This is an optimization exercise on Yosys and OpenROAD, whose aim is small area and a short achievable clock period, not a production implementation.
Function was checked by simulation only, so behaviour that the tests miss may differ from the original.
No activity file was given, so power comes from the tool's default toggle rates.

== run A ==
==> flow/design.v <==
package mem_resp_pkg;
  localparam int unsigned MR_ADDR_W = 8;
  localparam int unsigned MR_DATA_W = 8;
  localparam int unsigned MR_DEPTH  = 200;
  localparam int unsigned MR_RD_LAT = 2;
  localparam int unsigned             MR_FILL_W   = 64;
  localparam logic [MR_FILL_W-1:0]    MR_OOR_FILL = '1;
endpackage
module mem_resp_sel #(
  parameter int unsigned N = 32,
  parameter int unsigned W = 8
) (
  input  logic [N-1:0]   sel,
  input  logic [N*W-1:0] d,
  output logic [W-1:0]   y
);
  always_comb begin
    y = '0;
    for (int unsigned e = 0; e < N; e++) y = y | ({W{sel[e]}} & d[e*W +: W]);
  end
endmodule
module mem_resp_dec #(
  parameter int unsigned A = 5,
  parameter int unsigned N = 32
) (
  input  logic [A-1:0] a,
  output logic [N-1:0] sel
);
  always_comb begin
    for (int unsigned e = 0; e < N; e++) sel[e] = a == A'(e);
  end
endmodule
module mem_responder #(
  parameter int unsigned ADDR_W = mem_resp_pkg::MR_ADDR_W,
  parameter int unsigned DATA_W = mem_resp_pkg::MR_DATA_W,
  parameter int unsigned DEPTH  = mem_resp_pkg::MR_DEPTH
) (
  input  logic              clk,
  input  logic              rst_n,
  input  logic              enable,
  input  logic              read,
  input  logic [ADDR_W-1:0] addr,
  input  logic [DATA_W-1:0] wdata,
  output logic [DATA_W-1:0] data,
  output logic              data_valid,
  output logic              err
);
  localparam logic [DATA_W-1:0] FILL = DATA_W'(mem_resp_pkg::MR_OOR_FILL);
  localparam int unsigned       NCOL = 16;                         
  localparam int unsigned       NROW = (DEPTH + NCOL - 1) / NCOL;  
  localparam int unsigned       NENT = 32;                         
  localparam int unsigned       NGRP = (DEPTH + NENT - 1) / NENT;  
  logic w_in_range, w_wr_req, w_rd_req;
  assign w_in_range = 32'(addr) < DEPTH;
  assign w_wr_req   = enable & ~read;
  assign w_rd_req   = enable & read;
  logic [NCOL-1:0]   r_col_n;
  logic [NROW-1:0]   r_row_wr_n;
  logic [DATA_W-1:0] r_wdata;
  always_ff @(posedge clk or negedge rst_n) begin
    if (!rst_n) begin
      r_col_n    <= '0;
      r_row_wr_n <= '0;
      r_wdata    <= '0;
    end else begin
      for (int unsigned j = 0; j < NCOL; j++) r_col_n[j] <= addr[3:0] != 4'(j);
      for (int unsigned i = 0; i < NROW; i++) r_row_wr_n[i] <= ~(w_wr_req & (addr[7:4] == 4'(i)));
      if (w_wr_req) r_wdata <= wdata;
    end
  end
  logic [DATA_W-1:0] r_mem [DEPTH];
  for (genvar b = 0; b < DEPTH; b++) begin : g_mem
    always_ff @(posedge clk) begin
      if (~(r_row_wr_n[b / NCOL] | r_col_n[b % NCOL])) r_mem[b] <= r_wdata;
    end
  end
  logic [DATA_W-1:0] w_part [NGRP];
  logic              w_hit;
  for (genvar g = 0; g < NGRP; g++) begin : g_sel
    localparam int unsigned NE = (DEPTH - g * NENT < NENT) ? DEPTH - g * NENT : NENT;
    logic [NE-1:0]        w_ent;
    logic [NE*DATA_W-1:0] w_d;
    for (genvar e = 0; e < NE; e++) begin : g_d
      assign w_d[e*DATA_W +: DATA_W] = r_mem[g * NENT + e];
    end
    mem_resp_dec #(.A(5), .N(NE)) u_dec (
      .a   (addr[4:0]),
      .sel (w_ent)
    );
    mem_resp_sel #(.N(NE), .W(DATA_W)) u_sel (
      .sel (w_ent),
      .d   (w_d),
      .y   (w_part[g])
    );
  end
  assign w_hit = ~(r_row_wr_n[addr[7:4]] | r_col_n[addr[3:0]]);
  logic [DATA_W-1:0] r_part [NGRP];
  logic [NGRP-1:0]   r_grp;      
  logic              r_hit;
  logic              r_oor;
  logic              r_rd;
  always_ff @(posedge clk) begin
    for (int unsigned g = 0; g < NGRP; g++) r_part[g] <= w_part[g];
    for (int unsigned g = 0; g < NGRP; g++) r_grp[g] <= addr[7:5] == 3'(g);
    r_hit  <= w_hit;
    r_oor  <= ~w_in_range;
  end
  always_ff @(posedge clk or negedge rst_n) begin
    if (!rst_n) r_rd <= 1'b0;
    else        r_rd <= w_rd_req;
  end
  logic [DATA_W-1:0] w_rd_data;
  always_comb begin
    w_rd_data = '0;
    for (int unsigned g = 0; g < NGRP; g++)
      w_rd_data = w_rd_data | ({DATA_W{r_grp[g]}} & r_part[g]);
    if (r_hit) w_rd_data = r_wdata;
    if (r_oor) w_rd_data = FILL;
  end
  logic              r_valid;
  logic              r_err;
  logic [DATA_W-1:0] r_data;
  always_ff @(posedge clk or negedge rst_n) begin
    if (!rst_n) begin
      r_valid <= 1'b0;
      r_err   <= 1'b0;
      r_data  <= '0;
    end else begin
      r_valid <= r_rd;
      r_err   <= (r_rd & r_oor) | (w_wr_req & ~w_in_range);
      if (r_rd) r_data <= w_rd_data;
    end
  end
  assign data       = r_data;
  assign data_valid = r_valid;
  assign err        = r_err;
endmodule
export LEC_CHECK = 0
export CAP_MARGIN = 20
export CORE_MARGIN = 2
export CORE_UTILIZATION = 70
export CTS_CLUSTER_DIAMETER = 150
export CTS_CLUSTER_SIZE = 30
export PLACE_DENSITY_LB_ADDON = 0.08
export SETUP_SLACK_MARGIN = 3.8
export SLEW_MARGIN = 20
export SYNTH_HIERARCHICAL = 1
export TNS_END_PERCENT = 5
create_clock -name core_clock -period 6.0 [get_ports {clk}]
run.sh (not shown) runs the stock make flow with config.mk's settings and CLKGATE_MAP_FILE= SYNTH_SCRIPT=/design/flow/synth_recipe.tcl, a recipe that flattens the netlist after the stock synthesis.
Run A did not stop at any stage, and its layout met the timing, design-rule and antenna checks.
[inputs] run B vs run A
- removing TNS_END_PERCENT (formerly 5)
- changing CORE_UTILIZATION from 70 to 74
- changing PLACE_DENSITY_LB_ADDON from 0.08 to 0.06
==> comparison <==
Run B completed; timing, DRC and antenna clean. In run B relative to run A, half-perimeter wire length of the detailed placement result had gone down slightly. The path length in cells of the critical path number comes out lower for run B vs run A. Of the two values seen for kind of critical path, reg2out was produced by run B and in2reg by run A. In the flow results for run A and run B, the clock power share is smaller on run A. Compare run A and run B | count of buffering cells on the critical path with inverters included lower: run B. Summary of run B over run A: clock sink total about even; clock period minus worst slack increased 0.057 ns; overall routing resource usage higher; cell area up 1.9%; number of non-clock buffers increased by 20 relative to the old numbers.
Inputs modified between run B and run C:
- swapping 74 for 70 in CORE_UTILIZATION
- swapping 3.8 for 3.45 in SETUP_SLACK_MARGIN
- swapping 0.06 for 0.08 in PLACE_DENSITY_LB_ADDON
Results
Looking at wire length of the first global-routing pass, run C sits 3.0% below run B. Run C against run B: total routed wirelength lost 6.9 mm; count of cell instances traversed by the critical path +4; fraction of standard cell area in multi-input logic has decreased. Going from run B to run C, post-layout instance area decreased by 4.1% relative to the old numbers; sequential share of layout area went up 3.1 points; power after layout went down; clock buffer instance count of the final layout now smaller.
Changes in run D relative to run C:
- swapping 150 for 100 in CTS_CLUSTER_DIAMETER
- swapping 3.45 for 3.7 in SETUP_SLACK_MARGIN
- swapping 30 for 24 in CTS_CLUSTER_SIZE
--- outcome ---
Between run D and run C, the flip-flop and latch area does not differ in any meaningful way.
Between run D and run C, it is run D whose final clock period utilization by the worst path is lower, by 1.2 points.
The higher fraction of met3 tracks used by global routing of run D and run C is in run D.
Of the two values seen for category of the most critical setup path, in2reg was produced by run C and reg2out by run D.
> inputs changed (run D -> run E)
- swapping 24 for 30 in CTS_CLUSTER_SIZE
- swapping 3.7 for 3.6 in SETUP_SLACK_MARGIN
- swapping 100 for 150 in CTS_CLUSTER_DIAMETER
- putting TNS_END_PERCENT at 5 where nothing was set
Results
Relative to run D, run E improves reported clock group power.
Routed wire in run E totals less than in run D.
Cmp run E vs run D: post-layout worst setup margin lower in run E
Diff run D and run E: required time at the endpoint of the critical path lower in run D
Relative to run D, net switching component of the power has gone down in run E.

==> afterwards: timing with drivers on the ports <==
In the flow no input, the clock included, has a driving cell. The finished layouts below were timed again as built, in two steps.
Step 1: set_driving_cell puts a clkbuf_16 on clk and a buf_2 on each other input, an assumption about the parent block.
Step 2 times the ports against the registers' clock, not the clock port: input delays grow and output delays shrink by t, the midpoint of the rising clock arrivals with the driver on.
Three values: ideal ports, drivers, drivers and shift; two values: the first two.
| run | shift t [ns] | setup WS [ns] | cell pins on the clock port's net |
|---|---|---|---|
| run A | 0.724 | 3.515 / 3.238 / 2.514 | 1 |
| run B | 0.736 | 3.458 / 3.250 / 2.513 | 1 |
| run C | 0.728 | 3.394 / 3.261 / 2.533 | 1 |
| run D | 0.762 | 3.465 / 3.278 / 2.517 | 1 |
| run E | 0.722 | 3.460 / 3.311 / 2.589 | 1 |
After both steps every run listed still meets setup and hold. For run A, which loses most, drivers alone change the setup slack by -0.277 ns; drivers and shift together by -1.001 ns.
